What follows belongs to an exercise in optimizing a design on an open flow for small area; a production flow would make more cautious choices.
At most, simulation tests tie the RTL to the original design; equivalence was not proved.
The RTL of runs 5 and 6 was laid out without a check of its function.
Power and IR drop assume default switching activity.

### design/flow/design.v
`default_nettype none
package riscv_pkg;
  localparam int unsigned XLEN     = 32;
  localparam int unsigned NREGS    = 32;
  localparam int unsigned REG_AW   = $clog2(NREGS);
  localparam int unsigned REG_ZERO = 0;
  function automatic logic reg_legal(input int unsigned addr,
                                     input int unsigned nregs,
                                     input logic        zero_reg);
    reg_legal = (addr < nregs) && !(zero_reg && (addr == REG_ZERO));
  endfunction
endpackage
`default_nettype wire
`default_nettype none
module regfile_scoreboard
#(
  parameter int NREGS    = 32,
  parameter int ZERO_REG = 1,
  localparam int AW      = $clog2(NREGS),
  localparam int CW      = AW + 1
) (
  input  logic             wr_en,
  input  logic [AW-1:0]    wr_addr,
  input  logic [NREGS-1:0] wr_sel,
  input  logic             rsv_en,
  input  logic [AW-1:0]    rsv_addr,
  input  logic             flush,
  input  logic [NREGS-1:0] busy,
  input  logic [CW-1:0]    busy_cnt,
  output logic             rsv_ok,
  output logic [NREGS-1:0] busy_nxt,
  output logic [CW-1:0]    busy_cnt_nxt
);
  logic rsv_legal;
  logic wr_hits_rsv;
  logic rsv_free;
  logic set_busy;
  logic cnt_dec;
  always_comb begin
    rsv_legal   = riscv_pkg::reg_legal(32'(rsv_addr), NREGS, ZERO_REG != 0);
    wr_hits_rsv = wr_en && (wr_addr == rsv_addr);
    rsv_free    = !busy[rsv_addr];
    rsv_ok      = rsv_en && !flush && (rsv_free || wr_hits_rsv);
    set_busy    = rsv_ok && rsv_legal;
    cnt_dec     = |(wr_sel & busy);
    for (int r = 0; r < NREGS; r++) begin
      busy_nxt[r] = !flush && ((set_busy && rsv_addr == AW'(r)) ||
                               (busy[r] && !wr_sel[r]));
    end
    busy_cnt_nxt = flush ? '0 : busy_cnt + CW'(set_busy) - CW'(cnt_dec);
  end
endmodule
`default_nettype wire
`default_nettype none
module regfile_sb
#(
  parameter int XLEN     = 32,
  parameter int NREGS    = 32,
  parameter int NRD      = 2,
  parameter int ZERO_REG = 1,
  parameter int BYPASS   = 1,
  localparam int AW      = $clog2(NREGS)
) (
  input  logic                clk,
  input  logic                rst_n,
  input  logic [NRD*AW-1:0]   rd_addr,
  output logic [NRD*XLEN-1:0] rd_data,
  output logic [NRD-1:0]      rd_busy,
  input  logic                wr_en,
  input  logic [AW-1:0]       wr_addr,
  input  logic [XLEN-1:0]     wr_data,
  input  logic                rsv_en,
  input  logic [AW-1:0]       rsv_addr,
  output logic                rsv_ok,
  input  logic                flush,
  output logic [AW:0]         busy_cnt
);
  logic [XLEN-1:0]  regs [NREGS];
  logic [NREGS-1:0] valid;
  logic [NREGS-1:0] busy;
  logic [NREGS-1:0] busy_nxt;
  logic [NREGS-1:0] wr_sel;
  logic [AW:0]      busy_cnt_nxt;
  for (genvar r = 0; r < NREGS; r++) begin : g_wsel
    if (ZERO_REG != 0 && r == 0) begin : g_zero
      assign wr_sel[r] = 1'b0;
    end else begin : g_leg
      assign wr_sel[r] = wr_en && (wr_addr == AW'(r));
    end
  end
  for (genvar r = 0; r < NREGS; r++) begin : g_reg
    if (ZERO_REG != 0 && r == 0) begin : g_zero
      assign regs[r]  = '0;
      assign valid[r] = 1'b0;
      assign busy[r]  = 1'b0;
    end else begin : g_leg
      always_ff @(posedge clk) begin
        if (wr_sel[r]) regs[r] <= wr_data;
      end
      always_ff @(posedge clk or negedge rst_n) begin
        if (!rst_n) begin
          valid[r] <= 1'b0;
          busy[r]  <= 1'b0;
        end else begin
          if (wr_sel[r]) valid[r] <= 1'b1;
          busy[r] <= busy_nxt[r];
        end
      end
    end
  end
  always_ff @(posedge clk or negedge rst_n) begin
    if (!rst_n) busy_cnt <= '0;
    else        busy_cnt <= busy_cnt_nxt;
  end
  regfile_scoreboard #(
    .NREGS    (NREGS),
    .ZERO_REG (ZERO_REG)
  ) u_sb (
    .wr_en        (wr_en),
    .wr_addr      (wr_addr),
    .wr_sel       (wr_sel),
    .rsv_en       (rsv_en),
    .rsv_addr     (rsv_addr),
    .flush        (flush),
    .busy         (busy),
    .busy_cnt     (busy_cnt),
    .rsv_ok       (rsv_ok),
    .busy_nxt     (busy_nxt),
    .busy_cnt_nxt (busy_cnt_nxt)
  );
  logic [XLEN-1:0] wr_data_n;
  assign wr_data_n = ~wr_data;
  for (genvar i = 0; i < NRD; i++) begin : g_rd
    logic [AW-1:0]    addr;
    logic             hit;
    logic [NREGS-1:0] asel;
    logic [NREGS-1:0] sel;
    assign addr = rd_addr[i*AW +: AW];
    assign hit  = (BYPASS != 0) && rst_n && wr_en && (wr_addr == addr) &&
                  riscv_pkg::reg_legal(32'(addr), NREGS, ZERO_REG != 0);
    for (genvar r = 0; r < NREGS; r++) begin : g_sel
      assign asel[r] = (addr == AW'(r));
      assign sel[r]  = asel[r] && valid[r];
    end
    assign rd_busy[i] = !hit && |(asel & busy);
    localparam int R0 = (ZERO_REG != 0) ? 1 : 0;
    localparam int NT = NREGS - R0;
    for (genvar b = 0; b < XLEN; b++) begin : g_bit
      logic [NT-1:0] d;
      for (genvar r = R0; r < NREGS; r++) begin : g_d
        assign d[r - R0] = regs[r][b];
      end
      regfile_rdmux #(.N(NT)) u_mux (
        .sel  (sel[NREGS-1:R0]),
        .d    (d),
        .byp  (hit),
        .bdn  (wr_data_n[b]),
        .q    (rd_data[i*XLEN + b])
      );
    end
  end
endmodule
module regfile_rdmux
#(
  parameter int N = 31,
  localparam int G3 = N / 3,
  localparam int RM = N % 3,
  localparam int G  = G3 + ((RM != 0) ? 1 : 0),
  localparam int K  = (G + 3) / 4
) (
  input  logic [N-1:0] sel,
  input  logic [N-1:0] d,
  input  logic         byp,
  input  logic         bdn,
  output logic         q
);
  logic [G-1:0] qn;
  logic [K-1:0] x;
  for (genvar g = 0; g < G3; g++) begin : g_grp
    regfile_aoi222 u_aoi (
      .s  (sel[3*g +: 3]),
      .d  (d[3*g +: 3]),
      .qn (qn[g])
    );
  end
  if (RM == 2) begin : g_rm2
    regfile_aoi22 u_aoi (
      .s  (sel[3*G3 +: 2]),
      .d  (d[3*G3 +: 2]),
      .qn (qn[G3])
    );
  end else if (RM == 1) begin : g_rm1
    regfile_nand2 u_nand (
      .a  (sel[3*G3]),
      .b  (d[3*G3]),
      .y  (qn[G3])
    );
  end
  for (genvar k = 0; k < K; k++) begin : g_nand
    localparam int W = ((G - 4*k) < 4) ? (G - 4*k) : 4;
    regfile_nandn #(.W(W)) u_nand (
      .a  (qn[4*k +: W]),
      .y  (x[k])
    );
  end
  regfile_rdout #(.K(K)) u_out (
    .x   (x),
    .byp (byp),
    .bdn (bdn),
    .q   (q)
  );
endmodule
module regfile_nandn
#(
  parameter int W = 4
) (
  input  logic [W-1:0] a,
  output logic         y
);
  assign y = ~&a;
endmodule
module regfile_nand2 (
  input  logic a,
  input  logic b,
  output logic y
);
  assign y = ~(a & b);
endmodule
module regfile_rdout
#(
  parameter int K = 3
) (
  input  logic [K-1:0] x,
  input  logic         byp,
  input  logic         bdn,
  output logic         q
);
  assign q = byp ? ~bdn : |x;
endmodule
module regfile_aoi222 (
  input  logic [2:0] s,
  input  logic [2:0] d,
  output logic       qn
);
  assign qn = ~|(s & d);
endmodule
module regfile_aoi22 (
  input  logic [1:0] s,
  input  logic [1:0] d,
  output logic       qn
);
  assign qn = ~|(s & d);
endmodule
`default_nettype wire
### design/flow/flow/run.sh
#!/bin/bash
# The standard layout, with two changes: ports are buffered with the
# smallest buffer, and CTS builds the tree from clkbuf_8 without dummy
# loads, in clusters of up to 16 registers.
set -euo pipefail
bash standard.sh \
  "BUFFER_PORTS_ARGS=-buffer_cell sky130_fd_sc_hd__buf_1" \
  "CTS_ARGS=-sink_clustering_enable -repair_clock_nets -dont_use_dummy_load -sink_clustering_size 16 -sink_clustering_max_diameter 50 -buf_list sky130_fd_sc_hd__clkbuf_8" \
  finish > make_finish.log 2>&1
### design/flow/standard.sh
#!/bin/bash
# synth_recipe.tcl (not shown) runs the flow's synth.tcl, then flattens the netlist and writes it again
# the make line also repeats each setting of config.mk as NAME=value (left out here)
make -C /OpenROAD-flow-scripts/flow DESIGN_CONFIG=/design/flow/config.mk WORK_HOME=/design/flow/orfs CLKGATE_MAP_FILE= SYNTH_SCRIPT=/design/flow/synth_recipe.tcl "${@:-finish}"
### design/flow/config.mk
export PLATFORM = sky130hd
export DESIGN_NAME = regfile_sb
export DESIGN_NICKNAME = regfile_sb
export VERILOG_FILES = /design/flow/design.v
export SDC_FILE = /design/flow/constraint.sdc
export NUM_CORES = 4
export LEC_CHECK = 0
export CAP_MARGIN = 20
export CORE_MARGIN = 2
export CORE_UTILIZATION = 40
export SLEW_MARGIN = 20
export SYNTH_HIERARCHICAL = 1
export SYNTH_MINIMUM_KEEP_SIZE = 0
### design/flow/constraint.sdc
create_clock -name core_clock -period 7.5 [get_ports {clk}]
set_input_delay 1.5000 -clock core_clock [delete_from_list [all_inputs] [get_ports {clk}]]
set_output_delay 1.5000 -clock core_clock [all_outputs]
set_load 0.01 [all_outputs]
==> results of run 1 <==
-- flip-flops by register name, indices dropped and copies added, names as in the netlist --
| register | cells |
|---|---|
| busy_cnt | 6 |
| valid | 31 |
| regs | 992 |
| busy | 31 |
-- final cells by class --
| class | instances | area (um2) |
|---|---|---|
| diodes | 2 | 5.005 |
| clock buffers | 98 | 1349 |
| fillers | 9325 | 59270 |
| inverters | 61 | 229.0 |
| multi-input cells | 1470 | 11830 |
| flip-flops and latches | 1060 | 31490 |
| well taps | 1403 | 1755 |
| repair buffers | 248 | 1429 |
-- power by group through the flow --
stage / clock [uW] / combinational [uW] / sequential, uW
finish: 2970 / 951 / 6650
global route: 3200 / 994 / 6660
CTS: 3010 / 924 / 6650
detailed placement: 0 / 920 / 6780
global placement: 0 / 899 / 6770
floorplan: 0 / 441 / 6760
-- through the flow --
stage	hold slack [ns]	worst slack [ns]	total power [uW]	utilization [%]
final	0.4849	0.7560	10580	44.79
after global routing	0.5018	0.6800	10860	44.79
after CTS	0.4799	0.9269	10580	44.79
after detailed placement	0.4587	0.9239	7700	43.53
after global placement	0.4619	0.9391	7671	43.53
after floorplan	0.4455	0.8036	7203	-
-- worst max-delay path, cell delays in order --
cell	delay (ns)
buf_1	0.70
nor2b_1	0.19
and2_1	0.28
and3_1	0.45
buf_12	0.30
a222oi_1	0.34
nand4_1	0.27
nor4_1	0.85
a21oi_1	0.14
buf_1	0.19
-- worst min path at each step --
stage | from | to | slack (ns) | depth (start not counted)
floorplan | valid[10] | valid[10] | 0.45 | 1
detailed placement | valid[4] | valid[4] | 0.46 | 1
CTS | valid[21] | valid[21] | 0.48 | 1
finish | valid[21] | valid[21] | 0.48 | 1
global route | valid[6] | valid[6] | 0.50 | 1
global placement | valid[25] | valid[25] | 0.46 | 1
-- per-layer routing --
layer / share of wire (%) / track usage [%] / vias up
met3: 14 / 6.820 / 521
li1: - / - / 12890
met5: 0.010 / 0 / -
met2: 45 / 43.56 / 2949
met1: 35 / 37.23 / 16350
met4: 6.5 / 16.64 / 4
==> results.json, run 1 <==
{
  "hold_path_class": "reg -> reg",
  "seq_power_share_pct": 62.9,
  "tightest_slew_ns": 1.150,
  "fmax_ghz": 0.1483,
  "maxSlewViolCount": 0,
  "grt_overflow_total": 0,
  "drive_gt1_share_pct": 12.12,
  "portBuffers": 129,
  "required_ns": 6.00,
  "finalWirelength_um": 164000,
  "setup_violations": 0,
  "critPathLaunch": "rd_addr[4]",
  "start_util_pct": 40.42,
  "ant_nets": 0,
  "sw_frac_of_total_pct": 24.24,
  "final_area_um2": 48090,
  "cp-start-kind": "input port",
  "grt_pass1_vias": 32640,
  "first_pass_iters": 12,
  "p_comb_share_pct": 9.0,
  "powerDensity_nw_per_um2": 219.9,
  "synthCells": 2624,
  "tns_ns": 0,
  "numCtsBuffers": 98,
  "drt_first_iter_violations": 7970,
  "ios": 130,
  "fin_skew_ns": 0.05933,
  "hold_buffers": 0,
  "p_leak_uw": 0.01500,
  "globalplace.congestion": 0.9648,
  "wl_per_cell_um": 37.77,
  "clock_latency_ns": 0.72,
  "cts.sinks": 1060,
  "die_h_um": 333.4,
  "viasPerCell": 7.534,
  "fp.dieW_um": 333.4,
  "maxCapViolCount": 0,
  "power.share.clock_pct": 28.1,
  "critPathMaxFanout": 22,
  "dpl.cell_count": 4242,
  "clockRootBuffer": "clkbuf_8",
  "syn-cell-area_um2": 43390,
  "final_nets": 3003,
  "p_sw_uw": 2564,
  "path_class": "in -> out",
  "cts_setup_buffers": 0,
  "path_clk_slew_ns": 0.05,
  "antenna_found_initial": 4,
  "core_um2": 107400,
  "r2r_slack_ns": 3.45,
  "final_common_cell": "edfxtp_1",
  "num_rows": 120,
  "reg2reg_depth": 15,
  "cts_tree": "built",
  "final_cell_mix": "edfxtp_1 (992), a222oi_1 (640), nand4_1 (133)",
  "cp.arrival_ns": 5.24,
  "max_slew_margin_pct": 23.31,
  "stdcell_count": 4342,
  "power.internal_uw": 8012,
  "placed_area_um2": 46730,
  "syn_to_final_growth_pct": 10.82,
  "rsz0062_at_grt": "no",
  "die_area_um2": 111100,
  "cp-end-kind": "primary output",
  "hold_viol_final": 0,
  "clock_tree.buffer_depth": 3,
  "cts_resized": 0,
  "reg2reg_to": "busy_cnt[4]",
  "cp-endpoint": "rd_data[18]",
  "status": "timing/DRC/antenna clean",
  "grt_usage_pct": 28.53,
  "fin_crit_ns": 6.744,
  "dr_total_vias": 32710,
  "ys_warn_count": 9,
  "htreeDepth": 3,
  "period_share_pct": 89.92,
  "r2r-start": "busy[15]",
  "synth_area_per_cell_um2": 16.54,
  "grt_pass1_wl_um": 229800,
  "drc": 0,
  "dp_hpwl_um": 95210,
  "ir_worst_vdd_v": 0.0001347,
  "grt_max_degree": 69
}
==> run 2, diff against run 1 <==
==> design/flow/flow/run.sh (replaced) <==
#!/bin/bash
# The standard layout, with two changes: ports are buffered with the
# smallest buffer, and CTS builds the tree from clkbuf_8 without dummy
# loads, in clusters of up to 16 registers.
set -euo pipefail
bash standard.sh \
  "BUFFER_PORTS_ARGS=-buffer_cell sky130_fd_sc_hd__buf_1" \
  "CTS_ARGS=-sink_clustering_enable -repair_clock_nets -dont_use_dummy_load -sink_clustering_size 16 -sink_clustering_max_diameter 70 -buf_list sky130_fd_sc_hd__clkbuf_8" \
  finish > make_finish.log 2>&1
==> results.json, run 2 <==
{
  "cts.sinks": 1060,
  "status": "timing/DRC/antenna clean",
  "top_regs": "regs: 992 flops, busy: 31 flops, valid: 31 flops",
  "tightest_slew_ns": 1.161,
  "grt_pass1_vias": 32460,
  "critPathMaxFanout": 22,
  "finalWirelength_um": 163700,
  "tns_ns": 0,
  "cp.arrival_ns": 5.20,
  "final_area_um2": 47830,
  "fp.dieW_um": 333.4,
  "slowest_stage": "buf_1",
  "globalplace.congestion": 0.9648,
  "powerDensity_nw_per_um2": 215.8,
  "fin_crit_ns": 6.705,
  "placed_area_um2": 46730,
  "max_slew_margin_pct": 22.60,
  "dr_total_vias": 32650,
  "dp_hpwl_um": 95210,
  "cp-end-kind": "primary output",
  "path_clk_slew_ns": 0.10,
  "die_h_um": 333.4,
  "fill_cells": 9338,
  "fin_skew_ns": 0.05677,
  "ir_worst_vdd_v": 0.0001232,
  "path_delay_family": "simple AND/OR/NAND/NOR gates",
  "ant_nets": 0,
  "drive_gt1_share_pct": 11.55,
  "drt_first_iter_violations": 8042,
  "hold_path_class": "reg -> reg",
  "p_comb_share_pct": 9.2,
  "ys_warn_count": 9,
  "cp_common_cell": "buf_1",
  "syn-cell-area_um2": 43390,
  "synth_area_per_cell_um2": 16.54,
  "largest_reg_flops": 992,
  "clockRootBuffer": "clkbuf_8",
  "p_sw_uw": 2525,
  "seq_power_share_pct": 64.4,
  "required_ns": 6.00,
  "final_common_cell": "edfxtp_1",
  "cts_tree": "built",
  "grt_max_degree": 69,
  "period_share_pct": 89.40,
  "syn_to_final_growth_pct": 10.22,
  "hold_buffers": 0,
  "power.internal_uw": 7798,
  "first_pass_iters": 16,
  "numCtsBuffers": 79,
  "cp_cell_sequence": "buf_1, nor2b_1, and2_1, and3_1, buf_12, a222oi_1, nand4_1, nor4_1, a21oi_1, buf_1",
  "cp-start-kind": "input port",
  "fmax_ghz": 0.1491,
  "cts_setup_buffers": 0,
  "synthCells": 2624,
  "power.share.clock_pct": 26.4,
  "maxCapViolCount": 0,
  "viasPerCell": 7.553,
  "start_util_pct": 40.42,
  "num_rows": 120,
  "slowest_delay_ns": 0.73,
  "final_cell_mix": "edfxtp_1 (992), a222oi_1 (640), nand4_1 (133)",
  "utilization_pct": 44.55,
  "wl_per_cell_um": 37.87,
  "path_class": "in -> out",
  "final_nets": 2984,
  "hold_viol_final": 0,
  "antenna_found_initial": 6,
  "core_um2": 107400,
  "rsz0062_at_grt": "no",
  "cp_num_buf_inv": 3,
  "maxSlewViolCount": 0,
  "setup_violations": 0,
  "regMostFlops": "regs",
  "die_area_um2": 111100,
  "p_leak_uw": 0.01486,
  "grt_usage_pct": 28.44,
  "ios": 130,
  "portBuffers": 129,
  "htreeDepth": 3,
  "grt_pass1_wl_um": 229400,
  "grt_overflow_total": 0,
  "clock_tree.buffer_depth": 3,
  "clock_latency_ns": 0.69,
  "drc": 0,
  "cts_resized": 0,
  "sw_frac_of_total_pct": 24.46
}
-- run 2: metal layers --
layer / global-route usage (%) / up-vias / part of all wire [%]
li1: - / 12860 / -
met1: 37.10 / 16270 / 35
met2: 44.02 / 2993 / 45
met3: 6.832 / 525 / 14
met4: 15.27 / 6 / 6.1
met5: 0 / - / 0.019
-- run 2: power by group through the flow --
stage / sequential (uW) / clock (uW) / combinational [uW]
6_report: 6650 / 2730 / 946
5_1_grt: 6660 / 2940 / 991
4_1_cts: 6650 / 2750 / 922
3_5_place_dp: 6780 / 0 / 920
3_3_place_gp: 6770 / 0 / 899
2_1_floorplan: 6760 / 0 / 441
-- run 2: through the flow --
step | hold WS (ns) | setup WS (ns) | cells | total power [uW]
floorplan | 0.4455 | 0.8036 | 2626 | 7203
global placement | 0.4619 | 0.9391 | 4242 | 7671
detailed placement | 0.4587 | 0.9239 | 4242 | 7700
CTS | 0.4864 | 0.9269 | 4321 | 10320
global route | 0.5129 | 0.6763 | 4322 | 10590
finish | 0.4894 | 0.7953 | 4323 | 10320
-- run 2: final timing paths --
| path | depth (start not counted) | startpoint | slack [ns] | to |
|---|---|---|---|---|
| max | 10 | rd_addr[4] | 0.80 | rd_data[18] |
| max in group asynchronous | 2 | rst_n | 5.79 | valid[23] |
| min in group asynchronous | 2 | rst_n | 1.03 | busy[18] |
| max reg2reg | 15 | busy[15] | 3.49 | busy_cnt[4] |
| min reg2reg | 1 | valid[8] | 0.49 | valid[8] |
| min | 1 | valid[8] | 0.49 | valid[8] |
-- run 2: worst register-to-register path, cell delays in order, from the launching register on --
cell	delay, ns
dfrtp_1	0.51
mux4_2	0.53
and3_1	0.20
or4_4	0.43
o31ai_4	0.30
a21oi_2	0.20
a21o_1	0.21
ha_1	0.26
inv_1	0.04
ha_1	0.20
fa_1	0.42
a21oi_1	0.17
nor2_1	0.06
nor2_1	0.11
xor2_1	0.17
nor2_1	0.06
-- run 2: cell type report --
cell class	count	area, um2	share of cell area (%)
Sequential cell	1060	31490	65.84
Multi-Input combinational cell	1470	11830	24.74
Tap cell	1403	1755	3.670
Timing Repair Buffer	248	1429	2.988
Clock buffer	79	1087	2.273
Inverter	61	229.0	0.4788
Antenna cell	2	5.005	0.01046
==> run 3, diff against run 2 <==
--- a/design/flow/config.mk
+++ b/design/flow/config.mk
@@ -9,4 +9,5 @@
 export CORE_MARGIN = 2
 export CORE_UTILIZATION = 40
+export PLACE_DENSITY = 0.7
 export SLEW_MARGIN = 20
 export SYNTH_HIERARCHICAL = 1
==> results.json, run 3 <==
{
  "status": "timing/DRC/antenna clean",
  "start_util_pct": 40.42,
  "tightest_slew_ns": 1.257,
  "numCtsBuffers": 77,
  "ys_warn_count": 9,
  "drt_first_iter_violations": 9421,
  "maxSlewViolCount": 0,
  "power.share.clock_pct": 26.2,
  "ant_nets": 0,
  "cts_tree": "built",
  "critPathLaunch": "rd_addr[0]",
  "regMostFlops": "regs",
  "die_area_um2": 111100,
  "top_regs": "regs: 992 flops, busy: 31 flops, valid: 31 flops",
  "wl_per_cell_um": 37.53,
  "grt_overflow_total": 0,
  "period_share_pct": 91.73,
  "required_ns": 6.00,
  "dr_total_vias": 33330,
  "globalplace.congestion": 0.9569,
  "syn-cell-area_um2": 43390,
  "cts_resized": 0,
  "hp-start": "valid[30]",
  "ir_worst_vdd_v": 0.0001272,
  "setup_violations": 0,
  "utilization_pct": 44.42,
  "r2r_slack_ns": 3.59,
  "maxCapViolCount": 0,
  "seq_power_share_pct": 64.5,
  "drc": 0,
  "hold_viol_final": 0,
  "total_power_uw": 10300,
  "fmax_ghz": 0.1454,
  "fin_crit_ns": 6.880,
  "clockRootBuffer": "clkbuf_8",
  "r2r-start": "busy[5]",
  "num_rows": 120,
  "clock_tree.buffer_depth": 3,
  "path_class": "in -> out",
  "first_pass_iters": 13,
  "viasPerCell": 7.737,
  "whs_ns": 0.4841,
  "hold_path_class": "reg -> reg",
  "p_leak_uw": 0.01475,
  "syn_to_final_growth_pct": 9.908,
  "final_area_um2": 47690,
  "synthCells": 2624,
  "p_sw_uw": 2522,
  "powerDensity_nw_per_um2": 215.9,
  "critPathMaxFanout": 32,
  "htreeDepth": 3,
  "placed_area_um2": 46620,
  "final_common_cell": "edfxtp_1",
  "grt_usage_pct": 27.98,
  "ios": 130,
  "cts.sinks": 1060,
  "grt_pass1_vias": 31430,
  "max_slew_margin_pct": 16.23,
  "power.internal_uw": 7776,
  "hold_buffers": 0,
  "fin_skew_ns": 0.03639,
  "path_clk_slew_ns": 0.06,
  "final_cell_mix": "edfxtp_1 (992), a222oi_1 (640), nand4_1 (133)",
  "cp-start-kind": "input port",
  "die_h_um": 333.4,
  "grt_max_degree": 69,
  "final_nets": 2968,
  "largest_reg_flops": 992,
  "clock_latency_ns": 0.71,
  "rsz0062_at_grt": "no",
  "synth_area_per_cell_um2": 16.54,
  "finalWirelength_um": 161700,
  "dp_hpwl_um": 91840,
  "portBuffers": 129,
  "drive_gt1_share_pct": 11.61,
  "cp.arrival_ns": 5.38,
  "cts_setup_buffers": 0,
  "antenna_found_initial": 7,
  "cp-end-kind": "primary output",
  "tns_ns": 0,
  "core_um2": 107400,
  "p_comb_share_pct": 9.3,
  "fp.dieW_um": 333.4,
  "grt_pass1_wl_um": 225900,
  "sw_frac_of_total_pct": 24.49
}
==> run 3: metal layers <==
| metal | vias to the layer above | global-route usage, % | part of all wire [%] |
|---|---|---|---|
| met5 | - | 0 | 0.022 |
| met2 | 3685 | 40.59 | 42 |
| li1 | 12830 | - | - |
| met4 | 6 | 13.63 | 5.8 |
| met3 | 586 | 9.099 | 19 |
| met1 | 16230 | 37.87 | 34 |
==> run 3: worst max-delay path, stage by stage <==
cell	delay, ns
buf_1	0.56
nor3b_1	0.81
and3_2	1.09
a222oi_1	0.27
nand4_1	0.18
nor4_1	0.07
a21oi_1	0.63
buf_1	0.22
==> run 3: worst paths after layout <==
| check | to | cells past startpoint |
|---|---|---|
| max | rd_data[18] | 8 |
| min | valid[30] | 1 |
| max reg2reg | busy_cnt[4] | 15 |
| min reg2reg | valid[30] | 1 |
| max in group asynchronous | valid[23] | 2 |
| min in group asynchronous | valid[24] | 2 |
==> run 3: metrics by stage <==
step	instances	worst slack (ns)
after floorplan	2626	0.8036
after global placement	4228	0.9926
after detailed placement	4228	0.9546
after CTS	4305	0.9577
after global routing	4306	0.6069
final	4308	0.6204
==> run 3: final cells by class <==
cell class / count / area [um2]
fill: 9248 / 59660
sequential: 1060 / 31490
multi-input combinational: 1470 / 11850
tap: 1403 / 1755
timing repair buffer: 234 / 1299
clock buffer: 77 / 1060
inverter: 61 / 229.0
antenna: 3 / 7.507
==> run 3: power by group through the flow <==
stage                     clock network [uW]  registers (uW)  logic [uW]
after floorplan                            0            6760         441
after global placement                     0            6770         904
after detailed placement                   0            6780         917
after CTS                               2680            6640         919
after global routing                    2880            6660         992
final                                   2700            6650         954
==> run 4, diff against run 3 <==
--- a/design/flow/config.mk
+++ b/design/flow/config.mk
@@ -9,5 +9,5 @@
 export CORE_MARGIN = 2
 export CORE_UTILIZATION = 40
-export PLACE_DENSITY = 0.7
+export PLACE_DENSITY = 0.8
 export SLEW_MARGIN = 20
 export SYNTH_HIERARCHICAL = 1
==> results.json, run 4 <==
{
  "synth_area_per_cell_um2": 16.54,
  "cts_setup_buffers": 0,
  "die_area_um2": 111100,
  "period_share_pct": 90.05,
  "fp.dieW_um": 333.4,
  "drive_gt1_share_pct": 11.47,
  "grt_max_degree": 69,
  "dr_total_vias": 33230,
  "path_clk_slew_ns": 0.09,
  "start_util_pct": 40.42,
  "hp-start": "valid[23]",
  "hold_path_class": "reg -> reg",
  "fin_crit_ns": 6.754,
  "power.internal_uw": 7788,
  "hold_path_end": "valid[23]",
  "ant_nets": 0,
  "ys_warn_count": 9,
  "grt_usage_pct": 25.88,
  "cp-end-kind": "primary output",
  "antenna_found_initial": 2,
  "hold_buffers": 0,
  "grt_overflow_total": 0,
  "core_um2": 107400,
  "cts.sinks": 1060,
  "stdcell_count": 4342,
  "reg2reg_to": "busy_cnt[4]",
  "drc": 0,
  "hold_viol_final": 0,
  "sw_frac_of_total_pct": 24.29,
  "ios": 130,
  "syn_to_final_growth_pct": 10.51,
  "fmax_ghz": 0.1481,
  "maxCapViolCount": 0,
  "dpl.cell_count": 4262,
  "numCtsBuffers": 78,
  "critPathMaxFanout": 22,
  "grt_pass1_vias": 31720,
  "drt_first_iter_violations": 9625,
  "status": "timing/DRC/antenna clean",
  "p_leak_uw": 0.01497,
  "maxSlewViolCount": 0,
  "cp-start-kind": "input port",
  "p_sw_uw": 2499,
  "final_cell_mix": "edfxtp_1 (992), a222oi_1 (640), buf_4 (134)",
  "finalWirelength_um": 150700,
  "die_h_um": 333.4,
  "globalplace.congestion": 0.9667,
  "viasPerCell": 7.654,
  "path_class": "in -> out",
  "critPathLaunch": "rd_addr[1]",
  "clock_tree.buffer_depth": 3,
  "num_rows": 120,
  "r2r-start": "busy[13]",
  "largest_reg_flops": 992,
  "grt_pass1_wl_um": 212400,
  "cts_tree": "built",
  "synthCells": 2624,
  "first_pass_iters": 13,
  "powerDensity_nw_per_um2": 214.5,
  "clock_latency_ns": 0.72,
  "syn-cell-area_um2": 43390,
  "cp.arrival_ns": 5.25,
  "required_ns": 6.00,
  "ir_worst_vdd_v": 0.0001564,
  "portBuffers": 129,
  "r2r_slack_ns": 3.60,
  "rsz0062_at_grt": "no",
  "power.share.clock_pct": 26.3,
  "cts_resized": 0,
  "regMostFlops": "regs",
  "htreeDepth": 3,
  "fill_cells": 9121,
  "reg2reg_depth": 15,
  "seq_power_share_pct": 64.6,
  "final_common_cell": "edfxtp_1",
  "final_nets": 3003,
  "max_slew_margin_pct": 21.02,
  "tightest_slew_ns": 1.185,
  "whs_ns": 0.4902,
  "final_area_um2": 47950,
  "placed_area_um2": 46870,
  "fin_skew_ns": 0.04600,
  "worstHoldPathCells": 1,
  "dp_hpwl_um": 89070,
  "tns_ns": 0,
  "wl_per_cell_um": 34.72,
  "setup_violations": 0,
  "clockRootBuffer": "clkbuf_8",
  "p_comb_share_pct": 9.1,
  "top_regs": "regs: 992 flops, busy: 31 flops, valid: 31 flops"
}
run 4: cell count changes in the layout (fill, tap and decap cells not counted):
cell,delta
and3_1,+35
and3_2,-35
buf_4,+31
buf_12,+3
clkbuf_8,+1
diode_2,-1
run 4: cell type report:
type	count	area, um2	share of cell area, %
antenna	2	5.005	0.01044
clock buffer	78	1074	2.239
inverter	61	229.0	0.4775
multi-input combinational	1470	11810	24.62
sequential	1060	31490	65.67
tap	1403	1755	3.661
timing repair buffer	268	1592	3.319
run 4: critical path, cell delays in order:
cell and delay, ns:
buf_1 0.62, nor2b_1 0.33, and2b_1 0.36, and3_2 0.76, buf_4 0.36, a222oi_1 0.10
nand4_1 0.27, nor4_1 0.10, a21oi_1 0.58, buf_1 0.24
run 4: power groups by stage:
stage	clock network, uW	registers [uW]	logic [uW]
final	2700	6650	939
after global placement	0	6770	872
after global routing	2880	6660	975
after detailed placement	0	6780	893
after floorplan	0	6760	441
after CTS	2680	6640	896
run 4: routing by layer:
metal	GRT usage [%]	wire, um	vias up
met5	0.9987	166	-
met4	13.80	10530	4
met3	8.687	28050	656
met2	37.59	63490	3843
met1	34.23	48490	15840
li1	-	-	12900
run 4: how the worst max path moves through the flow:
stage | endpoint | slack [ns] | depth (start not counted)
after global routing | rd_data[27] | 0.72 | 10
final | rd_data[3] | 0.75 | 10
after global placement | rd_data[29] | 1.23 | 9
after CTS | rd_data[5] | 1.13 | 10
after detailed placement | rd_data[17] | 1.16 | 9
after floorplan | rd_data[0] | 0.80 | 7
run 4: through the flow:
step	worst slack (ns)	utilization, %	total power [uW]
CTS	1.135	44.66	10210
floorplan	0.8036	-	7203
global placement	1.231	43.66	7641
global route	0.7159	44.66	10510
finish	0.7459	44.67	10290
detailed placement	1.159	43.66	7669
==> run 5, diff against run 4 <==
--- a/design/flow/design.v
+++ b/design/flow/design.v
@@ -129,6 +129,4 @@
     .busy_cnt_nxt (busy_cnt_nxt)
   );
-  logic [XLEN-1:0] wr_data_n;
-  assign wr_data_n = ~wr_data;
   for (genvar i = 0; i < NRD; i++) begin : g_rd
     logic [AW-1:0]    addr;
@@ -140,20 +138,19 @@
                   riscv_pkg::reg_legal(32'(addr), NREGS, ZERO_REG != 0);
     for (genvar r = 0; r < NREGS; r++) begin : g_sel
-      assign asel[r] = (addr == AW'(r));
+      assign asel[r] = (addr == AW'(r)) && !hit;
       assign sel[r]  = asel[r] && valid[r];
     end
-    assign rd_busy[i] = !hit && |(asel & busy);
+    assign rd_busy[i] = |(asel & busy);
     localparam int R0 = (ZERO_REG != 0) ? 1 : 0;
-    localparam int NT = NREGS - R0;
+    localparam int NT = NREGS - R0 + 1;
     for (genvar b = 0; b < XLEN; b++) begin : g_bit
       logic [NT-1:0] d;
+      assign d[0] = wr_data[b];
       for (genvar r = R0; r < NREGS; r++) begin : g_d
-        assign d[r - R0] = regs[r][b];
+        assign d[r - R0 + 1] = regs[r][b];
       end
       regfile_rdmux #(.N(NT)) u_mux (
-        .sel  (sel[NREGS-1:R0]),
+        .sel  ({sel[NREGS-1:R0], hit}),
         .d    (d),
-        .byp  (hit),
-        .bdn  (wr_data_n[b]),
         .q    (rd_data[i*XLEN + b])
       );
@@ -163,78 +160,24 @@
 module regfile_rdmux
 #(
-  parameter int N = 31,
-  localparam int G3 = N / 3,
-  localparam int RM = N % 3,
-  localparam int G  = G3 + ((RM != 0) ? 1 : 0),
-  localparam int K  = (G + 3) / 4
+  parameter int N = 32,
+  localparam int G = (N + 2) / 3
 ) (
   input  logic [N-1:0] sel,
   input  logic [N-1:0] d,
-  input  logic         byp,
-  input  logic         bdn,
   output logic         q
 );
-  logic [G-1:0] qn;
-  logic [K-1:0] x;
-  for (genvar g = 0; g < G3; g++) begin : g_grp
+  logic [3*G-1:0] s;
+  logic [3*G-1:0] x;
+  logic [G-1:0]   qn;
+  assign s = (3*G)'(sel);
+  assign x = (3*G)'(d);
+  for (genvar g = 0; g < G; g++) begin : g_grp
     regfile_aoi222 u_aoi (
-      .s  (sel[3*g +: 3]),
-      .d  (d[3*g +: 3]),
+      .s  (s[3*g +: 3]),
+      .d  (x[3*g +: 3]),
       .qn (qn[g])
     );
   end
-  if (RM == 2) begin : g_rm2
-    regfile_aoi22 u_aoi (
-      .s  (sel[3*G3 +: 2]),
-      .d  (d[3*G3 +: 2]),
-      .qn (qn[G3])
-    );
-  end else if (RM == 1) begin : g_rm1
-    regfile_nand2 u_nand (
-      .a  (sel[3*G3]),
-      .b  (d[3*G3]),
-      .y  (qn[G3])
-    );
-  end
-  for (genvar k = 0; k < K; k++) begin : g_nand
-    localparam int W = ((G - 4*k) < 4) ? (G - 4*k) : 4;
-    regfile_nandn #(.W(W)) u_nand (
-      .a  (qn[4*k +: W]),
-      .y  (x[k])
-    );
-  end
-  regfile_rdout #(.K(K)) u_out (
-    .x   (x),
-    .byp (byp),
-    .bdn (bdn),
-    .q   (q)
-  );
-endmodule
-module regfile_nandn
-#(
-  parameter int W = 4
-) (
-  input  logic [W-1:0] a,
-  output logic         y
-);
-  assign y = ~&a;
-endmodule
-module regfile_nand2 (
-  input  logic a,
-  input  logic b,
-  output logic y
-);
-  assign y = ~(a & b);
-endmodule
-module regfile_rdout
-#(
-  parameter int K = 3
-) (
-  input  logic [K-1:0] x,
-  input  logic         byp,
-  input  logic         bdn,
-  output logic         q
-);
-  assign q = byp ? ~bdn : |x;
+  assign q = ~&qn;
 endmodule
 module regfile_aoi222 (
@@ -245,10 +188,3 @@
   assign qn = ~|(s & d);
 endmodule
-module regfile_aoi22 (
-  input  logic [1:0] s,
-  input  logic [1:0] d,
-  output logic       qn
-);
-  assign qn = ~|(s & d);
-endmodule
 `default_nettype wire
==> design/flow/run.sh (new file) <==
#!/bin/bash
# synth_recipe.tcl (not shown) runs the flow's synth.tcl, then flattens the netlist and writes it again
# the make line also repeats each setting of config.mk as NAME=value (left out here)
make -C /OpenROAD-flow-scripts/flow DESIGN_CONFIG=/design/flow/config.mk WORK_HOME=/design/flow/orfs CLKGATE_MAP_FILE= SYNTH_SCRIPT=/design/flow/synth_recipe.tcl finish
--- a/design/flow/config.mk
+++ b/design/flow/config.mk
@@ -9,5 +9,4 @@
 export CORE_MARGIN = 2
 export CORE_UTILIZATION = 40
-export PLACE_DENSITY = 0.8
 export SLEW_MARGIN = 20
 export SYNTH_HIERARCHICAL = 1
removed: design/flow/flow/run.sh
removed: design/flow/standard.sh
==> results.json, run 5 <==
{
  "status": "timing/DRC/antenna clean",
  "hold_path_class": "reg -> reg",
  "die_h_um": 334.1,
  "fp.dieW_um": 334.1,
  "cp.arrival_ns": 5.91,
  "dr_total_vias": 33970,
  "cts_tree": "built",
  "largest_reg_flops": 992,
  "ios": 130,
  "drt_first_iter_violations": 8509,
  "slowest_stage": "or4_4",
  "final_common_cell": "edfxtp_1",
  "fin_crit_ns": 7.407,
  "hold_buffers": 0,
  "regMostFlops": "regs",
  "grt_pass1_wl_um": 244500,
  "p_leak_uw": 0.01719,
  "top_regs": "regs: 992 flops, busy: 31 flops, valid: 31 flops",
  "clock_tree.buffer_depth": 3,
  "first_pass_iters": 13,
  "dpl.cell_count": 4378,
  "period_share_pct": 98.76,
  "path_clk_slew_ns": 0.06,
  "slowest_delay_ns": 0.58,
  "globalplace.congestion": 0.9457,
  "critPathMaxFanout": 22,
  "total_power_uw": 13340,
  "seq_power_share_pct": 49.9,
  "ant_nets": 0,
  "die_area_um2": 111600,
  "rsz0062_at_grt": "no",
  "portBuffers": 129,
  "maxSlewViolCount": 0,
  "power.share.clock_pct": 42.0,
  "final_cell_mix": "edfxtp_1 (992), a222oi_1 (704), buf_4 (176)",
  "grt_usage_pct": 30.62,
  "tightest_slew_ns": 1.251,
  "maxCapViolCount": 0,
  "whs_ns": 0.4772,
  "viasPerCell": 7.413,
  "drive_gt1_share_pct": 16.64,
  "htreeDepth": 3,
  "hold_viol_final": 0,
  "fmax_ghz": 0.1350,
  "fill_cells": 9048,
  "finalWirelength_um": 175600,
  "wl_per_cell_um": 38.31,
  "start_util_pct": 40.16,
  "ir_worst_vdd_v": 0.0002197,
  "max_slew_margin_pct": 16.38,
  "sw_frac_of_total_pct": 23.27,
  "numCtsBuffers": 107,
  "powerDensity_nw_per_um2": 252.9,
  "power.internal_uw": 10240,
  "cp_common_cell": "clkdlybuf4s50_1",
  "drc": 0,
  "dp_hpwl_um": 103100,
  "core_um2": 108600,
  "clockRootBuffer": "clkbuf_16",
  "p_sw_uw": 3104,
  "cp-start-kind": "input port",
  "setup_violations": 0,
  "required_ns": 6.00,
  "synthCells": 2599,
  "path_class": "in -> out",
  "final_nets": 3138,
  "fin_skew_ns": 0.02409,
  "cp-end-kind": "primary output",
  "synth_area_per_cell_um2": 16.77,
  "ys_warn_count": 9,
  "multi_input_area_um2": 12450,
  "num_rows": 121,
  "syn-cell-area_um2": 43590,
  "stdcell_count": 4583,
  "grt_overflow_total": 0,
  "syn_to_final_growth_pct": 20.98,
  "clock_latency_ns": 0.69,
  "tns_ns": 0,
  "cp_cell_sequence": "clkdlybuf4s50_1, xor2_1, or4_4, a311oi_4, and3b_1, and3_2, buf_4, a222oi_1, nand4_1, or3_1, clkdlybuf4s50_1",
  "cts.sinks": 1060,
  "p_comb_share_pct": 8.0,
  "antenna_found_initial": 10,
  "grt_max_degree": 69,
  "regArea_um2": 31490,
  "grt_pass1_vias": 33740
}
-- run 5: power groups by stage --
stage | sequential, uW | clock [uW] | combinational, uW
3_5_place_dp | 6780 | 0 | 1040
6_report | 6660 | 5610 | 1070
3_3_place_gp | 6770 | 0 | 1020
4_1_cts | 6650 | 5630 | 1050
5_1_grt | 6670 | 5860 | 1110
2_1_floorplan | 6760 | 0 | 431
-- run 5: area by class of cell --
| cell class | count | area share, % |
|---|---|---|
| Tap cell | 1414 | 3.355 |
| Sequential cell | 1060 | 59.71 |
| Clock inverter | 75 | 1.559 |
| Clock buffer | 128 | 5.483 |
| Multi-Input combinational cell | 1542 | 23.61 |
| Inverter | 28 | 0.1993 |
| Timing Repair Buffer | 335 | 6.083 |
| Antenna cell | 1 | 0.004745 |
-- run 5: metal layers --
metal,GRT usage (%),part of all wire [%]
met5,0,0.043
met4,21.91,8.4
met3,7.648,14
met2,46.03,43
met1,38.72,34
-- run 5: path summary, 6_finish.rpt --
kind	cells past startpoint	slack, ns	from	end
max	11	0.09	rd_addr[1]	rd_data[31]
min	1	0.48	valid[12]	valid[12]
max reg2reg	15	3.63	busy[5]	busy_cnt[4]
min reg2reg	1	0.48	valid[12]	valid[12]
max in group asynchronous	2	5.78	rst_n	valid[5]
min in group asynchronous	2	1.09	rst_n	busy_cnt[2]
-- run 5: repair_timing --
item                                    CTS  global route
resized for setup                         0             1
setup buffers                             0             1
endpoints found under the setup margin    0            18
-- run 5: stage by stage --
step / setup WS (ns) / area (um2) / util (%)
floorplan: 1.135 / 43840 / -
global placement: 0.1279 / 48990 / 45.13
detailed placement: 0.1003 / 49010 / 45.15
CTS: 0.1080 / 52730 / 48.57
global route: 0.02481 / 52740 / 48.58
finish: 0.09282 / 52740 / 48.59
-- run 5: worst max-delay path, delay by kind of cell --
kind            cells  cell delay (ns)
simple gates        5             2.12
xor+xnor            1             0.19
compound gates      2             0.84
buf+inv             3             1.25
==> run 6, diff against run 5 <==
--- a/design/flow/config.mk
+++ b/design/flow/config.mk
@@ -6,8 +6,10 @@
 export NUM_CORES = 4
 export LEC_CHECK = 0
-export CAP_MARGIN = 20
+export CAP_MARGIN = 0
 export CORE_MARGIN = 2
-export CORE_UTILIZATION = 40
-export SLEW_MARGIN = 20
+export CORE_UTILIZATION = 60
+export CTS_BUF_LIST = sky130_fd_sc_hd__clkbuf_8
+export GPL_TIMING_DRIVEN = 0
+export SLEW_MARGIN = 0
 export SYNTH_HIERARCHICAL = 1
 export SYNTH_MINIMUM_KEEP_SIZE = 0
==> results.json, run 6 <==
{
  "status": "complete, but fails checks",
  "checkFailReasons": "negative setup slack",
  "topRoutingLayerUsed": "met5",
  "largest_reg_flops": 992,
  "cp.arrival_ns": 6.10,
  "htreeDepth": 4,
  "p_sw_uw": 3008,
  "first_pass_iters": 11,
  "cts.sinks": 1060,
  "grt_max_degree": 70,
  "cp-end-kind": "primary output",
  "fill_cells": 4551,
  "final_cell_mix": "edfxtp_1 (992), a222oi_1 (704), clkbuf_8 (171)",
  "grt_usage_pct": 46.29,
  "wl_per_cell_um": 42.04,
  "sw_frac_of_total_pct": 24.45,
  "maxCapViolCount": 0,
  "drive_gt1_share_pct": 14.66,
  "path_clk_slew_ns": 0.06,
  "dr_total_vias": 35010,
  "dr_wl_met2_um": 74380,
  "hold_buffers": 0,
  "antenna_found_initial": 13,
  "clock_latency_ns": 0.84,
  "tightest_slew_ns": 1.226,
  "finalWirelength_um": 174500,
  "syn-cell-area_um2": 43590,
  "cts_tree": "built",
  "path_class": "in -> out",
  "fp.dieW_um": 273.5,
  "p_comb_share_pct": 8.2,
  "required_ns": 6.00,
  "start_util_pct": 60.77,
  "power.internal_uw": 9293,
  "die_area_um2": 74830,
  "final_common_cell": "edfxtp_1",
  "critPathMaxFanout": 22,
  "seq_power_share_pct": 54.2,
  "final_nets": 3123,
  "max_slew_margin_pct": 18.00,
  "whs_ns": 0.4849,
  "cp-start-kind": "input port",
  "synth_area_per_cell_um2": 16.77,
  "synthCells": 2599,
  "met1_length_um": 53350,
  "met3WireLength_um": 32760,
  "syn_to_final_growth_pct": 19.08,
  "globalplace.congestion": 0.9386,
  "fmax_ghz": 0.1317,
  "grt_pass1_wl_um": 241000,
  "powerDensity_nw_per_um2": 237.0,
  "numCtsBuffers": 167,
  "period_share_pct": 101.3,
  "clock_tree.buffer_depth": 3,
  "ios": 130,
  "die_h_um": 273.5,
  "ant_nets": 0,
  "dp_hpwl_um": 109100,
  "core_um2": 71730,
  "drt_first_iter_violations": 9741,
  "portBuffers": 121,
  "viasPerCell": 8.431,
  "ir_worst_vdd_v": 0.0002129,
  "fin_crit_ns": 7.596,
  "setup_violations": 9,
  "drc": 0,
  "p_leak_uw": 0.01696,
  "grt_pass1_vias": 34520,
  "fin_skew_ns": 0.01350,
  "ys_warn_count": 9,
  "num_rows": 98,
  "hold_viol_final": 0,
  "rsz0062_at_grt": "yes",
  "total_power_uw": 12300,
  "maxSlewViolCount": 0,
  "regMostFlops": "regs",
  "hold_path_class": "reg -> reg",
  "top_regs": "regs: 992 flops, busy: 31 flops, valid: 31 flops",
  "power.share.clock_pct": 37.6,
  "worst_slack_ns": -0.09566,
  "grt_overflow_total": 0,
  "clockRootBuffer": "clkbuf_8"
}
[run 6: metrics by stage]
step                area [um2]  TNS [ns]  setup WS [ns]  util (%)  instances
floorplan                43840         0          1.135         -       2665
global placement         46240   -296.91         -4.822     64.46       3736
detailed placement       48750    -8.034        -0.3623     67.96       3840
CTS                      51860         0        0.03682     72.30       4142
global route             51900   -0.5970       -0.09410     72.35       4146
finish                   51910   -0.3012       -0.09566     72.37       4152
[run 6: worst max-delay path, cell delays in order]
cell and delay, ns:
clkdlybuf4s50_1 0.50, buf_6 0.20, xor2_1 0.17, or4_4 0.53, a311oi_4 0.28, buf_8 0.25
and3b_1 0.24, and3_2 0.41, buf_12 0.26, a222oi_1 0.36, nand4_1 0.35, or3_1 0.49
clkdlybuf4s50_1 0.52
[run 6: worst paths after layout]
check,start,cells after the start,slack [ns],endpoint
max,wr_addr[4],13,-0.1,rd_data[30]
min,valid[15],1,0.48,valid[15]
max reg2reg,busy[13],15,3.53,busy_cnt[4]
min reg2reg,valid[15],1,0.48,valid[15]
max in group asynchronous,rst_n,1,6.27,valid[20]
min in group asynchronous,rst_n,1,0.68,busy[17]
[run 6: per-layer routing]
metal  track usage (%)  vias to the layer above
li1                  -                    13230
met1             58.28                    16820
met2             66.25                     3983
met3             18.30                      962
met4             31.54                        6
met5                 0                        -
[run 6: what timing repair did]
action | 4_1_cts | 5_1_grt
endpoints found under the hold margin | 0 | 0
resized for setup | 2 | 7
setup endpoints to repair | 32 | 23
buffers inserted | 1 | 0
pin swaps | 1 | 4
[run 6: area by class of cell]
cell class,count,area [um2],share of cell area [%]
flip-flops and latches,1060,31490,60.66
multi-input cells,1542,12470,24.02
repair buffers,226,3368,6.488
clock buffers,171,2354,4.534
well taps,950,1189,2.290
clock inverters,131,752.0,1.449
plain buffers,34,158.9,0.3061
inverters,28,105.1,0.2025
diodes,10,25.02,0.04821
[run 6: power by group through the flow]
stage	Combinational (uW)	Clock, uW	Sequential, uW
floorplan	431	0	6760
global placement	891	0	6780
detailed placement	963	0	6780
CTS	967	4630	6660
global route	1040	4900	6680
finish	1010	4620	6670
==> run 7, diff against run 6 <==
--- a/design/flow/design.v
+++ b/design/flow/design.v
@@ -161,5 +161,7 @@
 #(
   parameter int N = 32,
-  localparam int G = (N + 2) / 3
+  localparam int G3 = N / 3,
+  localparam int RM = N % 3,
+  localparam int G  = G3 + ((RM != 0) ? 1 : 0)
 ) (
   input  logic [N-1:0] sel,
@@ -167,15 +169,20 @@
   output logic         q
 );
-  logic [3*G-1:0] s;
-  logic [3*G-1:0] x;
-  logic [G-1:0]   qn;
-  assign s = (3*G)'(sel);
-  assign x = (3*G)'(d);
-  for (genvar g = 0; g < G; g++) begin : g_grp
+  logic [G-1:0] qn;
+  for (genvar g = 0; g < G3; g++) begin : g_grp
     regfile_aoi222 u_aoi (
-      .s  (s[3*g +: 3]),
-      .d  (x[3*g +: 3]),
+      .s  (sel[3*g +: 3]),
+      .d  (d[3*g +: 3]),
       .qn (qn[g])
     );
+  end
+  if (RM == 2) begin : g_rm2
+    regfile_aoi22 u_aoi (
+      .s  (sel[3*G3 +: 2]),
+      .d  (d[3*G3 +: 2]),
+      .qn (qn[G3])
+    );
+  end else if (RM == 1) begin : g_rm1
+    assign qn[G3] = ~(sel[3*G3] & d[3*G3]);
   end
   assign q = ~&qn;
@@ -188,3 +195,10 @@
   assign qn = ~|(s & d);
 endmodule
+module regfile_aoi22 (
+  input  logic [1:0] s,
+  input  logic [1:0] d,
+  output logic       qn
+);
+  assign qn = ~|(s & d);
+endmodule
 `default_nettype wire
==> design/flow/flow/run.sh (new file) <==
#!/bin/bash
# The standard layout, with two changes: ports are buffered with the
# smallest buffer, and CTS builds the tree from clkbuf_8 without dummy loads.
set -euo pipefail
bash standard.sh \
  "BUFFER_PORTS_ARGS=-buffer_cell sky130_fd_sc_hd__buf_1" \
  "CTS_ARGS=-sink_clustering_enable -repair_clock_nets -dont_use_dummy_load -buf_list sky130_fd_sc_hd__clkbuf_8" \
  finish > make_finish.log 2>&1
==> design/flow/standard.sh (new file) <==
#!/bin/bash
# synth_recipe.tcl (not shown) runs the flow's synth.tcl, then flattens the netlist and writes it again
# the make line also repeats each setting of config.mk as NAME=value (left out here)
make -C /OpenROAD-flow-scripts/flow DESIGN_CONFIG=/design/flow/config.mk WORK_HOME=/design/flow/orfs CLKGATE_MAP_FILE= SYNTH_SCRIPT=/design/flow/synth_recipe.tcl "${@:-finish}"
==> design/flow/config.mk (replaced) <==
export PLATFORM = sky130hd
export DESIGN_NAME = regfile_sb
export DESIGN_NICKNAME = regfile_sb
export VERILOG_FILES = /design/flow/design.v
export SDC_FILE = /design/flow/constraint.sdc
export NUM_CORES = 4
export LEC_CHECK = 0
export CAP_MARGIN = 20
export CORE_MARGIN = 2
export CORE_UTILIZATION = 40
export SLEW_MARGIN = 20
export SYNTH_HIERARCHICAL = 1
export SYNTH_MINIMUM_KEEP_SIZE = 0
removed: design/flow/run.sh
==> results.json, run 7 <==
{
  "ys_warn_count": 9,
  "cp_num_buf_inv": 3,
  "tns_ns": 0,
  "ios": 130,
  "cp.arrival_ns": 5.76,
  "stdcell_count": 4350,
  "status": "timing/DRC/antenna clean",
  "fin_crit_ns": 7.260,
  "core_um2": 107500,
  "cp_common_cell": "buf_1",
  "fill_cells": 9261,
  "clock_tree.buffer_depth": 3,
  "clockRootBuffer": "clkbuf_8",
  "die_h_um": 333.8,
  "num_rows": 120,
  "clock_latency_ns": 0.79,
  "slowest_delay_ns": 0.65,
  "powerDensity_nw_per_um2": 234.4,
  "required_ns": 6.00,
  "hold_viol_final": 0,
  "hold_buffers": 0,
  "path_clk_slew_ns": 0.04,
  "finalWirelength_um": 174700,
  "final_common_cell": "edfxtp_1",
  "syn_to_final_growth_pct": 13.66,
  "critPathMaxFanout": 22,
  "final_nets": 3007,
  "cts.sinks": 1060,
  "die_area_um2": 111400,
  "dp_hpwl_um": 100800,
  "fin_skew_ns": 0.01336,
  "tightest_slew_ns": 1.210,
  "top_regs": "regs: 992 flops, busy: 31 flops, valid: 31 flops",
  "p_leak_uw": 0.01555,
  "regMostFlops": "regs",
  "grt_pass1_vias": 33280,
  "cp-start-kind": "input port",
  "htreeDepth": 4,
  "setup_violations": 0,
  "rsz0062_at_grt": "no",
  "wl_per_cell_um": 40.15,
  "maxCapViolCount": 0,
  "cts_resized": 0,
  "cp-end-kind": "primary output",
  "syn-cell-area_um2": 43510,
  "path_class": "in -> out",
  "dr_total_vias": 33340,
  "drive_gt1_share_pct": 17.27,
  "maxSlewViolCount": 0,
  "numCtsBuffers": 166,
  "antenna_found_initial": 11,
  "largest_reg_flops": 992,
  "max_slew_margin_pct": 19.31,
  "cts_setup_buffers": 0,
  "viasPerCell": 7.664,
  "synthCells": 2535,
  "fp.dieW_um": 333.8,
  "ir_worst_vdd_v": 0.0001799,
  "fmax_ghz": 0.1377,
  "final_cell_mix": "edfxtp_1 (992), a222oi_1 (640), clkbuf_8 (166)",
  "cp_cell_sequence": "buf_1, xor2_1, nor3_1, a31oi_1, and3b_1, and3_2, buf_4, a222oi_1, nand4_1, or3_1, buf_1",
  "drt_first_iter_violations": 8277,
  "ant_nets": 0,
  "slowest_stage": "nor3_1",
  "portBuffers": 129,
  "dpl.cell_count": 4176,
  "synth_area_per_cell_um2": 17.16,
  "start_util_pct": 40.48,
  "cts_tree": "built",
  "hold_path_class": "reg -> reg",
  "grt_max_degree": 69,
  "period_share_pct": 96.80,
  "grt_overflow_total": 0,
  "grt_pass1_wl_um": 240700,
  "grt_usage_pct": 30.40,
  "drc": 0,
  "path_delay_family": "simple AND/OR/NAND/NOR gates",
  "globalplace.congestion": 0.9550,
  "first_pass_iters": 14
}
run 7: cell type report:
type                    count  area, um2  area share, %
flip-flops and latches   1060      31490          63.67
multi-input cells        1414      12110          24.49
clock buffers             166       2285          4.620
well taps                1403       1755          3.550
repair buffers            273       1694          3.426
inverters                  28      105.1         0.2125
diodes                      6      15.01        0.03036
run 7: worst register-to-register path: cells and delay by family, from the launching register on:
kind / cells / cell delay (ns)
AOI/OAI and AO/OA: 4 / 0.88
xor gates and xnor gates: 1 / 0.16
adders and majority gates: 3 / 0.89
buffers and inverters: 1 / 0.04
DFF: 1 / 0.48
muxes: 1 / 0.54
and+or+nand+nor: 5 / 0.86
run 7: worst paths after layout:
check	startpoint	endpoint	slack [ns]	depth (start not counted)
max	wr_addr[1]	rd_data[32]	0.24	11
min	valid[7]	valid[7]	0.48	1
max reg2reg	busy[15]	busy_cnt[4]	3.50	15
min reg2reg	valid[7]	valid[7]	0.48	1
max in group asynchronous	rst_n	valid[7]	5.88	2
min in group asynchronous	rst_n	busy_cnt[0]	0.98	2
run 7: metal layers:
layer / part of all wire, % / track usage [%] / vias to the layer above
met2: 43 / 45.00 / 3379
met5: 0.028 / 0 / -
met1: 34 / 38.31 / 16440
li1: - / - / 12850
met4: 7.6 / 20.40 / 8
met3: 15 / 9.544 / 666
run 7: per-stage QoR:
stage	hold WS (ns)	setup WS, ns	total power [uW]	util [%]	cell area (um2)
floorplan	0.4455	1.125	7186	-	43520
global placement	0.4587	0.5639	7668	43.79	47080
detailed placement	0.4620	0.4796	7699	43.82	47110
CTS	0.4746	0.4717	11580	45.95	49390
global route	0.4889	0.1688	11910	45.99	49440
finish	0.4816	0.2402	11590	46.00	49450
run 7: where the power goes:
| part | internal, uW | switching, uW | total (uW) | leakage, uW |
|---|---|---|---|---|
| Clock | 1940 | 2030 | 3970 | 0.00119 |
| Combinational | 279 | 675 | 953 | 0.00455 |
| Sequential | 6590 | 72.6 | 6670 | 0.00980 |
| Total | 8810 | 2780 | 11600 | 0.0155 |

## re-timing with driven ports
How much do the figures lean on ideal ports? The routed layouts below were timed once more, with nothing changed but the port constraints. Step 1, drivers: a clkbuf_16 drives clk and a buf_2 each remaining input, both assumed. Step 2 times the ports against the registers' clock, not the clock port: input delays grow and output delays shrink by t, the midpoint of the rising clock arrivals with the driver on. a / b / c = no drivers / after step 1 / after step 2; a / b = the first two.
run | shift t [ns] | setup slack, ns | slew at the worst register clock pin (ns)
run 1 | 0.787 | 0.756 / 0.730 / 0.730 | 0.10 / 0.10
run 2 | 0.765 | 0.795 / 0.769 / 0.769 | 0.11 / 0.11
run 3 | 0.766 | 0.620 / 0.595 / 0.595 | 0.11 / 0.11
run 4 | 0.777 | 0.746 / 0.720 / 0.720 | 0.11 / 0.11
run 5 | 0.754 | 0.093 / 0.072 / 0.072 | 0.07 / 0.07
run 6 | 0.897 | -0.096 / -0.116 / -0.116 | 0.07 / 0.07
run 7 | 0.889 | 0.240 / 0.216 / 0.216 | 0.07 / 0.07
